Context: an optimization exercise on an open-source flow, tuned for small area, a short achievable clock period and few clock cycles. The choices shown serve that exercise and are no tape-out recipe. Function was checked by simulation only, so behaviour that the tests miss may differ from the original.

== main ==
==> flow/design.v (excerpt) <==
module modular_exponentiation #(
	parameter int OPERAND_BITS = 32
) (
	input  logic        clk,
	input  logic        arst_n,
	input  logic        s_tvalid,
	output logic        s_tready,
	input  logic [95:0] s_tdata,
	output logic        m_tvalid,
	input  logic        m_tready,
	output logic [31:0] m_tdata,
	output logic        m_tuser
);
==> module modular_exponentiation, before the edit <==
module modular_exponentiation #(
	parameter int OPERAND_BITS = 32
) (
	input  logic        clk,
	input  logic        arst_n,
	input  logic        s_tvalid,
	output logic        s_tready,
	input  logic [95:0] s_tdata,
	output logic        m_tvalid,
	input  logic        m_tready,
	output logic [31:0] m_tdata,
	output logic        m_tuser
);
	localparam int W = OPERAND_BITS;
	typedef enum logic [2:0] {
		S_IDLE = 3'd0,
		S_CHK  = 3'd1,
		S_SKIP = 3'd2,
		S_RUN  = 3'd3,
		S_FRST = 3'd6,
		S_DONE = 3'd4,
		S_OUT  = 3'd5
	} seq_state_t;
	seq_state_t   state_q;
	logic [W-1:0] mod_q;
	logic [W-1:0] acc_q;
	logic [W-1:0] r_q;
	logic         bit_q;
	logic         sq_q;
	logic [4:0]   cnt_q;
	logic [4:0]   eidx_q;
	logic         err_q;
	logic [W-1:0] in_b;
	logic [W-1:0] in_e;
	logic [W-1:0] step;
	logic         ebit;
	logic         last;
	assign in_b = s_tdata[31:0];
	assign in_e = s_tdata[63:32];
	assign ebit = in_e[eidx_q];
	assign last = (cnt_q == 5'd0);
	mexp_unit #(
		.W(W)
	) u_unit (
		.bit_i(bit_q),
		.r_i  (r_q),
		.a_i  (acc_q),
		.m_i  (mod_q),
		.y_o  (step)
	);
	always_ff @(posedge clk) begin
		mod_q <= s_tdata[95:64];
	end
	always_ff @(posedge clk or negedge arst_n) begin
		if (!arst_n) begin
			state_q <= S_IDLE;
		end else begin
			unique case (state_q)
				S_IDLE: begin
					if (s_tvalid) begin
						state_q <= S_CHK;
					end
				end
				S_CHK: begin
					if (mod_q == '0 || in_e == '0) begin
						state_q <= S_DONE;
					end else begin
						state_q <= S_SKIP;
					end
				end
				S_SKIP: begin
					if (ebit) begin
						state_q <= S_FRST;
					end
				end
				S_FRST: begin
					state_q <= S_RUN;
				end
				S_RUN: begin
					if (last) begin
						if (!(sq_q && ebit) && eidx_q == 5'd0) begin
							state_q <= S_DONE;
						end else begin
							state_q <= S_FRST;
						end
					end
				end
				S_DONE: begin
					state_q <= S_OUT;
				end
				S_OUT: begin
					if (m_tready) begin
						state_q <= s_tvalid ? S_CHK : S_IDLE;
					end
				end
				default: begin
					state_q <= S_IDLE;
				end
			endcase
		end
	end
	always_ff @(posedge clk) begin
		if (state_q == S_RUN) begin
			r_q <= step;
		end else if (state_q == S_FRST && (sq_q ? acc_q[W-1] : in_b[W-1])) begin
			r_q <= acc_q;
		end else begin
			r_q <= '0;
		end
	end
	always_ff @(posedge clk) begin
		unique case (state_q)
			S_CHK: begin
				err_q  <= (mod_q == '0);
				acc_q  <= (mod_q == '0) ? W'(0) : W'(1);
				eidx_q <= 5'd31;
			end
			S_SKIP: begin
				sq_q  <= 1'b0;
				if (!ebit) begin
					eidx_q <= eidx_q - 5'd1;
				end
			end
			S_FRST: begin
				cnt_q <= 5'd30;
				bit_q <= sq_q ? acc_q[W-2] : in_b[W-2];
			end
			S_RUN: begin
				if (!last) begin
					cnt_q <= cnt_q - 5'd1;
					bit_q <= sq_q ? acc_q[cnt_q - 5'd1] : in_b[cnt_q - 5'd1];
				end else begin
					acc_q <= step;
					if (sq_q && ebit) begin
						sq_q  <= 1'b0;
					end else begin
						sq_q   <= 1'b1;
						eidx_q <= eidx_q - 5'd1;
					end
				end
			end
			default: begin
			end
		endcase
	end
	assign s_tready = (state_q == S_DONE);
	assign m_tvalid = (state_q == S_OUT);
	assign m_tdata  = acc_q;
	assign m_tuser  = err_q;
endmodule
make LEC_CHECK=0 CAP_MARGIN=20 CORE_MARGIN=2 CORE_UTILIZATION=40 SETUP_SLACK_MARGIN=2.5 SLEW_MARGIN=20 TNS_END_PERCENT=100 finish   # period 7.0 ns
run.sh (not shown) runs the stock make flow with config.mk's settings and CLKGATE_MAP_FILE= SYNTH_SCRIPT=/design/flow/synth_recipe.tcl, a recipe that flattens the netlist after the stock synthesis.
main: all stages complete, timing, DRC and antenna checks passed
Testbench counts of main, summed over its fixed seeds: cycles 282,571.
### main -> the feature branch
--- a/flow/design.v
+++ b/flow/design.v
@@ -55,11 +55,10 @@
 	typedef enum logic [2:0] {
 		S_IDLE = 3'd0,
 		S_CHK  = 3'd1,
 		S_SKIP = 3'd2,
 		S_RUN  = 3'd3,
-		S_FRST = 3'd6,
 		S_DONE = 3'd4,
 		S_OUT  = 3'd5
 	} seq_state_t;
 	seq_state_t   state_q;
 	logic [W-1:0] mod_q;
@@ -108,23 +107,16 @@
 						state_q <= S_SKIP;
 					end
 				end
 				S_SKIP: begin
 					if (ebit) begin
-						state_q <= S_FRST;
+						state_q <= S_RUN;
 					end
 				end
-				S_FRST: begin
-					state_q <= S_RUN;
-				end
 				S_RUN: begin
-					if (last) begin
-						if (!(sq_q && ebit) && eidx_q == 5'd0) begin
-							state_q <= S_DONE;
-						end else begin
-							state_q <= S_FRST;
-						end
+					if (last && !(sq_q && ebit) && eidx_q == 5'd0) begin
+						state_q <= S_DONE;
 					end
 				end
 				S_DONE: begin
 					state_q <= S_OUT;
 				end
@@ -138,14 +130,12 @@
 				end
 			endcase
 		end
 	end
 	always_ff @(posedge clk) begin
-		if (state_q == S_RUN) begin
+		if (state_q == S_RUN && !last) begin
 			r_q <= step;
-		end else if (state_q == S_FRST && (sq_q ? acc_q[W-1] : in_b[W-1])) begin
-			r_q <= acc_q;
 		end else begin
 			r_q <= '0;
 		end
 	end
 	always_ff @(posedge clk) begin
@@ -155,28 +145,29 @@
 				acc_q  <= (mod_q == '0) ? W'(0) : W'(1);
 				eidx_q <= 5'd31;
 			end
 			S_SKIP: begin
 				sq_q  <= 1'b0;
+				cnt_q <= 5'd31;
+				bit_q <= in_b[W-1];
 				if (!ebit) begin
 					eidx_q <= eidx_q - 5'd1;
 				end
-			end
-			S_FRST: begin
-				cnt_q <= 5'd30;
-				bit_q <= sq_q ? acc_q[W-2] : in_b[W-2];
 			end
 			S_RUN: begin
 				if (!last) begin
 					cnt_q <= cnt_q - 5'd1;
 					bit_q <= sq_q ? acc_q[cnt_q - 5'd1] : in_b[cnt_q - 5'd1];
 				end else begin
 					acc_q <= step;
+					cnt_q <= 5'd31;
 					if (sq_q && ebit) begin
 						sq_q  <= 1'b0;
+						bit_q <= in_b[W-1];
 					end else begin
 						sq_q   <= 1'b1;
+						bit_q  <= step[W-1];
 						eidx_q <= eidx_q - 5'd1;
 					end
 				end
 			end
 			default: begin
[summary]
Delta (the feature branch minus main): final cell count without fillers moved up. Going from main to the feature branch, the core occupancy in the finished layout was found to have gone up by 0.16 points. Diff main..the feature branch | synthesis-stage register bit count | negligible. NOTE: portion of the post-synthesis area used by sequential elements in the feature branch exceeds that of main.
Testbench counts of the feature branch, summed over its fixed seeds: cycles 282,571.

[port drivers added, routing unchanged]
How much do the figures lean on ideal ports? The routed layouts below were timed once more, with nothing changed but the port constraints. Step 1 (the two cells are an assumption about what drives the block):
set clk [get_ports {clk}]
set_driving_cell -lib_cell sky130_fd_sc_hd__clkbuf_16 $clk
set_driving_cell -lib_cell sky130_fd_sc_hd__buf_2 [delete_from_list [all_inputs] $clk]
Step 2 times the ports against the registers' clock, not the clock port: input delays grow and output delays shrink by t, the midpoint of the rising clock arrivals with the driver on. Three values: ideal ports, drivers, drivers and shift; two values: the first two.
run | shift t [ns] | setup WS [ns] | worst slew at a driven data input, ns
main | 0.418 | 2.695 / 2.695 / 2.695 | 0.05
the feature branch | 0.419 | 2.528 / 2.528 / 2.528 | 0.07
After both steps setup and hold are still met in every run listed.
